This is an optimization exercise on Yosys and OpenROAD, whose aim is small area and a short achievable clock period, not a production implementation. The RTL was checked by simulation tests, not by an equivalence proof against the original design. No activity file was given, so power comes from the tool's default toggle rates.

==> flow/design.v <==
package ioPlatformPkg;
  typedef logic [31:0] ioAddrT;
  typedef logic [63:0] ioDataT;
  typedef enum logic [1:0] {
    DevErr,
    DevClint,
    DevPlic
  } ioDevE;
  localparam ioAddrT ClintBase = 32'h1140_0000;
  localparam ioAddrT ClintMask = 32'h0000_FFFF;
  localparam ioAddrT PlicBase  = 32'h1100_0000;
  localparam ioAddrT PlicMask  = 32'h003F_FFFF;
  localparam ioAddrT ClintMsipOff = 32'h0000_0000;
  localparam ioAddrT ClintCmpOff  = 32'h0000_4000;
  localparam ioAddrT ClintTimeOff = 32'h0000_BFF8;
  localparam ioAddrT PlicPrioOff  = 32'h0000_0000;
  localparam ioAddrT PlicPendOff  = 32'h0000_1000;
  localparam ioAddrT PlicEnOff    = 32'h0000_2000;
  localparam ioAddrT PlicThrOff   = 32'h0020_0000;
  localparam ioAddrT PlicClaimOff = 32'h0020_0008;
  localparam int PrioWidth = 3;
endpackage
module ioPlatformTop #(
  parameter int NumHarts = 2,
  parameter int NumIrqs  = 8
) (
  input  logic                clk_i,
  input  logic                arstN_i,
  input  logic                reqValid_i,
  input  logic                reqWrite_i,
  input  ioPlatformPkg::ioAddrT              reqAddr_i,
  input  ioPlatformPkg::ioDataT              reqWdata_i,
  input  logic                uartIrq_i,
  input  logic                sdIrq_i,
  output logic                rspValid_o,
  output ioPlatformPkg::ioDataT              rspData_o,
  output logic                rspErr_o,
  output logic [NumHarts-1:0] msip_o,
  output logic [NumHarts-1:0] mtip_o,
  output logic [NumHarts-1:0] extIrq_o
);
  logic [31:0] a;
  logic [63:0] w;
  assign a = reqAddr_i;
  assign w = reqWdata_i;
  function automatic logic geq64(logic [63:0] x, logic [63:0] y);
    logic [63:0] g, l;
    g = x & ~y;
    l = ~x & y;
    for (int span = 1; span < 64; span = span * 2) begin
      for (int i = 0; i + span < 64; i = i + 2 * span) begin
        g[i] = g[i + span] | (~l[i + span] & g[i]);
        l[i] = l[i + span] | (~g[i + span] & l[i]);
      end
    end
    geq64 = ~l[0];
  endfunction
  function automatic logic gt3(logic [2:0] x, logic [2:0] y);
    logic [2:0] g, l;
    g = x & ~y;
    l = ~x & y;
    gt3 = g[2] | (~l[2] & (g[1] | (~l[1] & g[0])));
  endfunction
  logic inClint, inPlic;
  assign inClint = a[31:16] == 16'h1140;
  assign inPlic  = a[31:22] == 10'h044;
  logic       cMsip0, cMsip1, cCmp0, cCmp1, cTime;
  logic [7:0] pPrio;
  logic       pPend, pEn0, pEn1, pThr0, pThr1, pClm0, pClm1;
  assign cMsip0 = inClint && a[15:0] == 16'h0000;
  assign cMsip1 = inClint && a[15:0] == 16'h0008;
  assign cCmp0  = inClint && a[15:0] == 16'h4000;
  assign cCmp1  = inClint && a[15:0] == 16'h4008;
  assign cTime  = inClint && a[15:0] == 16'hBFF8;
  always_comb begin
    for (int s = 0; s < 8; s++) begin
      pPrio[s] = inPlic && a[21:6] == 16'h0 && a[5:3] == 3'(s) && a[2:0] == 3'h0;
    end
  end
  assign pPend = inPlic && a[21:0] == 22'h00_1000;
  assign pEn0  = inPlic && a[21:0] == 22'h00_2000;
  assign pEn1  = inPlic && a[21:0] == 22'h00_2080;
  assign pThr0 = inPlic && a[21:0] == 22'h20_0000;
  assign pThr1 = inPlic && a[21:0] == 22'h20_1000;
  assign pClm0 = inPlic && a[21:0] == 22'h20_0008;
  assign pClm1 = inPlic && a[21:0] == 22'h20_1008;
  logic rd, wr;
  assign rd = reqValid_i && !reqWrite_i;
  assign wr = reqValid_i && reqWrite_i;
  logic [63:0] mtimeQ;
  logic [63:0] cmp0Q, cmp1Q;
  logic [1:0]  cmpZeroQ;
  logic [1:0]  msipQ;
  logic [2:0]  prioQ [8];
  logic [7:0]  en0Q, en1Q;
  logic [2:0]  thr0Q, thr1Q;
  logic [2:1]  pendQ, inflQ;
  logic        validQ, errQ;
  logic [63:0] rdQ;
  logic [1:0]  mtipQ, extQ;
  logic       cand01, cand02, cand11, cand12;
  logic [1:0] best0, best1;
  assign cand01 = pendQ[1] && en0Q[1] && prioQ[1] != 3'd0;
  assign cand02 = pendQ[2] && en0Q[2] && prioQ[2] != 3'd0;
  assign cand11 = pendQ[1] && en1Q[1] && prioQ[1] != 3'd0;
  assign cand12 = pendQ[2] && en1Q[2] && prioQ[2] != 3'd0;
  logic p2gt1;
  assign p2gt1 = gt3(prioQ[2], prioQ[1]);
  assign best0 = (cand02 && (!cand01 || p2gt1)) ? 2'd2 : cand01 ? 2'd1 : 2'd0;
  assign best1 = (cand12 && (!cand11 || p2gt1)) ? 2'd2 : cand11 ? 2'd1 : 2'd0;
  logic [2:1] claim, complete;
  logic       cplOk;
  assign cplOk = wr && (pClm0 || pClm1) && w[63:3] == 61'h0;
  assign claim[1]    = rd && ((pClm0 && best0 == 2'd1) || (pClm1 && best1 == 2'd1));
  assign claim[2]    = rd && ((pClm0 && best0 == 2'd2) || (pClm1 && best1 == 2'd2));
  assign complete[1] = cplOk && w[2:0] == 3'd1;
  assign complete[2] = cplOk && w[2:0] == 3'd2;
  logic [63:0] mtimeP1, mtimeD, cmp0D, cmp1D;
  logic [1:0]  cmpZeroD, msipD;
  logic [2:0]  prioD [8];
  logic [7:0]  en0D, en1D;
  logic [2:0]  thr0D, thr1D;
  logic [2:1]  lines, pendD, inflD;
  always_comb begin
    for (int i = 0; i < 64; i++) begin
      mtimeP1[i] = mtimeQ[i] ^ (&(mtimeQ | ~((64'd1 << i) - 64'd1)));
    end
  end
  assign mtimeD  = (wr && cTime) ? w : mtimeP1;
  assign cmp0D   = (wr && cCmp0) ? w : cmp0Q;
  assign cmp1D   = (wr && cCmp1) ? w : cmp1Q;
  assign cmpZeroD[0] = cmpZeroQ[0] && !(wr && cCmp0);
  assign cmpZeroD[1] = cmpZeroQ[1] && !(wr && cCmp1);
  assign msipD[0] = (wr && cMsip0) ? w[0] : msipQ[0];
  assign msipD[1] = (wr && cMsip1) ? w[0] : msipQ[1];
  always_comb begin
    prioD[0] = 3'd0;
    for (int s = 1; s < 8; s++) begin
      prioD[s] = (wr && pPrio[s]) ? w[2:0] : prioQ[s];
    end
  end
  assign en0D  = (wr && pEn0)  ? w[7:0] : en0Q;
  assign en1D  = (wr && pEn1)  ? w[7:0] : en1Q;
  assign thr0D = (wr && pThr0) ? w[2:0] : thr0Q;
  assign thr1D = (wr && pThr1) ? w[2:0] : thr1Q;
  assign lines = {sdIrq_i, uartIrq_i};
  assign pendD = (pendQ | (lines & ~inflQ)) & ~claim;
  assign inflD = (inflQ | claim) & ~complete;
  logic geWC0, geWC1, geTW, geTC0, geTC1;
  logic [1:0] mtipD;
  assign geWC0 = cmpZeroQ[0] || geq64(w, cmp0Q);
  assign geWC1 = cmpZeroQ[1] || geq64(w, cmp1Q);
  assign geTW  = geq64(mtimeP1, w);
  logic allOnes;
  assign allOnes = &mtimeQ;
  assign geTC0 = (mtipQ[0] && !allOnes) || (cmpZeroQ[0] ? allOnes : mtimeP1 == cmp0Q);
  assign geTC1 = (mtipQ[1] && !allOnes) || (cmpZeroQ[1] ? allOnes : mtimeP1 == cmp1Q);
  assign mtipD[0] = (wr && cTime) ? geWC0 : (wr && cCmp0) ? geTW : geTC0;
  assign mtipD[1] = (wr && cTime) ? geWC1 : (wr && cCmp1) ? geTW : geTC1;
  logic [1:0] extD;
  logic [2:1] term0, term1;
  always_comb begin
    for (int s = 1; s <= 2; s++) begin
      if (wr && pPrio[s]) begin
        term0[s] = en0Q[s] && gt3(w[2:0], thr0Q);
        term1[s] = en1Q[s] && gt3(w[2:0], thr1Q);
      end else begin
        term0[s] = (wr && pEn0)  ? (w[s] && gt3(prioQ[s], thr0Q)) :
                   (wr && pThr0) ? (en0Q[s] && gt3(prioQ[s], w[2:0])) :
                                   (en0Q[s] && gt3(prioQ[s], thr0Q));
        term1[s] = (wr && pEn1)  ? (w[s] && gt3(prioQ[s], thr1Q)) :
                   (wr && pThr1) ? (en1Q[s] && gt3(prioQ[s], w[2:0])) :
                                   (en1Q[s] && gt3(prioQ[s], thr1Q));
      end
    end
  end
  assign extD[0] = (pendD[1] && term0[1]) || (pendD[2] && term0[2]);
  assign extD[1] = (pendD[1] && term1[1]) || (pendD[2] && term1[2]);
  logic [63:0] rdD;
  always_comb begin
    rdD = ({64{rd && cTime}} & mtimeQ)
        | ({64{rd && cCmp0 && !cmpZeroQ[0]}} & cmp0Q)
        | ({64{rd && cCmp1 && !cmpZeroQ[1]}} & cmp1Q);
    rdD[0] = rdD[0] | (rd && cMsip0 && msipQ[0]) | (rd && cMsip1 && msipQ[1]);
    for (int s = 1; s < 8; s++) begin
      rdD[2:0] = rdD[2:0] | ({3{rd && pPrio[s]}} & prioQ[s]);
    end
    rdD[2:1] = rdD[2:1] | ({2{rd && pPend}} & pendQ);
    rdD[7:0] = rdD[7:0] | ({8{rd && pEn0}} & en0Q) | ({8{rd && pEn1}} & en1Q);
    rdD[2:0] = rdD[2:0] | ({3{rd && pThr0}} & thr0Q) | ({3{rd && pThr1}} & thr1Q);
    rdD[1:0] = rdD[1:0] | ({2{rd && pClm0}} & best0) | ({2{rd && pClm1}} & best1);
  end
  always_ff @(posedge clk_i or negedge arstN_i) begin
    if (!arstN_i) begin
      mtimeQ   <= '0;
      cmpZeroQ <= '1;
      msipQ    <= '0;
      for (int s = 0; s < 8; s++) begin
        prioQ[s] <= '0;
      end
      en0Q     <= '0;
      en1Q     <= '0;
      thr0Q    <= '0;
      thr1Q    <= '0;
      pendQ    <= '0;
      inflQ    <= '0;
      validQ   <= 1'b0;
      errQ     <= 1'b0;
      mtipQ    <= '1;
      extQ     <= '0;
    end else begin
      mtimeQ   <= mtimeD;
      cmpZeroQ <= cmpZeroD;
      msipQ    <= msipD;
      for (int s = 0; s < 8; s++) begin
        prioQ[s] <= prioD[s];
      end
      en0Q     <= en0D;
      en1Q     <= en1D;
      thr0Q    <= thr0D;
      thr1Q    <= thr1D;
      pendQ    <= pendD;
      inflQ    <= inflD;
      validQ   <= reqValid_i;
      errQ     <= reqValid_i && !inClint && !inPlic;
      mtipQ    <= mtipD;
      extQ     <= extD;
    end
  end
  always_ff @(posedge clk_i) begin
    cmp0Q <= cmp0D;
    cmp1Q <= cmp1D;
    rdQ   <= rdD;
  end
  assign rspValid_o = validQ;
  assign rspErr_o   = errQ;
  assign rspData_o  = rdQ;
  assign msip_o     = msipQ;
  assign mtip_o     = mtipQ;
  assign extIrq_o   = extQ;
endmodule
==> flow/config.mk <==
export PLATFORM = sky130hd
export DESIGN_NAME = ioPlatformTop
export DESIGN_NICKNAME = ioPlatformTop
export VERILOG_FILES = /design/flow/design.v
export SDC_FILE = /design/flow/constraint.sdc
export NUM_CORES = 4
export LEC_CHECK = 0
export CAP_MARGIN = 20
export CORE_MARGIN = 2
export CORE_UTILIZATION = 40
export SLEW_MARGIN = 20
==> flow/constraint.sdc <==
create_clock -name core_clock -period 13.0 [get_ports {clk_i}]
set_input_delay 2.6000 -clock core_clock [delete_from_list [all_inputs] [get_ports {clk_i}]]
set_output_delay 2.6000 -clock core_clock [all_outputs]
set_load 0.01 [all_outputs]
run.sh (not shown) runs the stock make flow with config.mk's settings and CLKGATE_MAP_FILE= SYNTH_SCRIPT=/design/flow/synth_recipe.tcl, a recipe that flattens the netlist after the stock synthesis.
Then changed:
--- a/flow/design.v
+++ b/flow/design.v
@@ -55,12 +55,6 @@
     end
     geq64 = ~l[0];
   endfunction
-  function automatic logic gt3(logic [2:0] x, logic [2:0] y);
-    logic [2:0] g, l;
-    g = x & ~y;
-    l = ~x & y;
-    gt3 = g[2] | (~l[2] & (g[1] | (~l[1] & g[0])));
-  endfunction
   logic inClint, inPlic;
   assign inClint = a[31:16] == 16'h1140;
   assign inPlic  = a[31:22] == 10'h044;
@@ -104,10 +98,8 @@
   assign cand02 = pendQ[2] && en0Q[2] && prioQ[2] != 3'd0;
   assign cand11 = pendQ[1] && en1Q[1] && prioQ[1] != 3'd0;
   assign cand12 = pendQ[2] && en1Q[2] && prioQ[2] != 3'd0;
-  logic p2gt1;
-  assign p2gt1 = gt3(prioQ[2], prioQ[1]);
-  assign best0 = (cand02 && (!cand01 || p2gt1)) ? 2'd2 : cand01 ? 2'd1 : 2'd0;
-  assign best1 = (cand12 && (!cand11 || p2gt1)) ? 2'd2 : cand11 ? 2'd1 : 2'd0;
+  assign best0 = (cand02 && (!cand01 || prioQ[2] > prioQ[1])) ? 2'd2 : cand01 ? 2'd1 : 2'd0;
+  assign best1 = (cand12 && (!cand11 || prioQ[2] > prioQ[1])) ? 2'd2 : cand11 ? 2'd1 : 2'd0;
   logic [2:1] claim, complete;
   logic       cplOk;
   assign cplOk = wr && (pClm0 || pClm1) && w[63:3] == 61'h0;
@@ -151,31 +143,15 @@
   assign geWC0 = cmpZeroQ[0] || geq64(w, cmp0Q);
   assign geWC1 = cmpZeroQ[1] || geq64(w, cmp1Q);
   assign geTW  = geq64(mtimeP1, w);
-  logic allOnes;
-  assign allOnes = &mtimeQ;
-  assign geTC0 = (mtipQ[0] && !allOnes) || (cmpZeroQ[0] ? allOnes : mtimeP1 == cmp0Q);
-  assign geTC1 = (mtipQ[1] && !allOnes) || (cmpZeroQ[1] ? allOnes : mtimeP1 == cmp1Q);
+  assign geTC0 = cmpZeroQ[0] || geq64(mtimeP1, cmp0Q);
+  assign geTC1 = cmpZeroQ[1] || geq64(mtimeP1, cmp1Q);
   assign mtipD[0] = (wr && cTime) ? geWC0 : (wr && cCmp0) ? geTW : geTC0;
   assign mtipD[1] = (wr && cTime) ? geWC1 : (wr && cCmp1) ? geTW : geTC1;
   logic [1:0] extD;
-  logic [2:1] term0, term1;
-  always_comb begin
-    for (int s = 1; s <= 2; s++) begin
-      if (wr && pPrio[s]) begin
-        term0[s] = en0Q[s] && gt3(w[2:0], thr0Q);
-        term1[s] = en1Q[s] && gt3(w[2:0], thr1Q);
-      end else begin
-        term0[s] = (wr && pEn0)  ? (w[s] && gt3(prioQ[s], thr0Q)) :
-                   (wr && pThr0) ? (en0Q[s] && gt3(prioQ[s], w[2:0])) :
-                                   (en0Q[s] && gt3(prioQ[s], thr0Q));
-        term1[s] = (wr && pEn1)  ? (w[s] && gt3(prioQ[s], thr1Q)) :
-                   (wr && pThr1) ? (en1Q[s] && gt3(prioQ[s], w[2:0])) :
-                                   (en1Q[s] && gt3(prioQ[s], thr1Q));
-      end
-    end
-  end
-  assign extD[0] = (pendD[1] && term0[1]) || (pendD[2] && term0[2]);
-  assign extD[1] = (pendD[1] && term1[1]) || (pendD[2] && term1[2]);
+  assign extD[0] = (pendD[1] && en0D[1] && prioD[1] > thr0D) ||
+                   (pendD[2] && en0D[2] && prioD[2] > thr0D);
+  assign extD[1] = (pendD[1] && en1D[1] && prioD[1] > thr1D) ||
+                   (pendD[2] && en1D[2] && prioD[2] > thr1D);
   logic [63:0] rdD;
   always_comb begin
     rdD = ({64{rd && cTime}} & mtimeQ)
Outcome: The changed run finished clean. Die area came out higher by about a fifth. Clock skew increases by 4.1 ps. Global-route usage hardly moves. Routed wire length went up by about a fifth. Non-clock buffer count is higher by 7. Cell count climbs by about a fifth. Utilization goes down by 1.1 points. Power grows by a few percent. Cell area went up by roughly a tenth. Synthesized area rose by about a fifth. Setup slack improved by 96 ps. Count of clock-buffer cells in the layout came out higher by 12. Synthesized cell count is higher by a quarter to a third. Sequential cell count is unchanged.

separate check: timing with driven ports:
Ports are ideal in the flow. The routed layouts listed here were re-timed in OpenROAD.
Step 1 sets driving cells, clkbuf_16 on the clock port and buf_2 on the other inputs (assumed; they add their load-dependent delay and slew).
Step 2 adds t to the input delays and takes it off the output delays; t is the mean of the earliest and latest rising clock arrival at the registers after step 1. Input paths then give back, and output paths get back, about the clock's delay inside the block.
a / b / c = ideal ports / drivers / drivers and shift; a / b = the first two.
run	t (ns)	setup WS [ns]	worst register clock-pin slew, ns
the first run	0.623	6.504 / 6.541 / 5.918	0.07 / 0.07
the second run	0.639	6.600 / 6.562 / 5.923	0.07 / 0.07
After both steps every run listed still meets setup and hold. For the second run, which loses most, drivers alone change the setup slack by -0.038 ns; drivers and shift together by -0.677 ns.
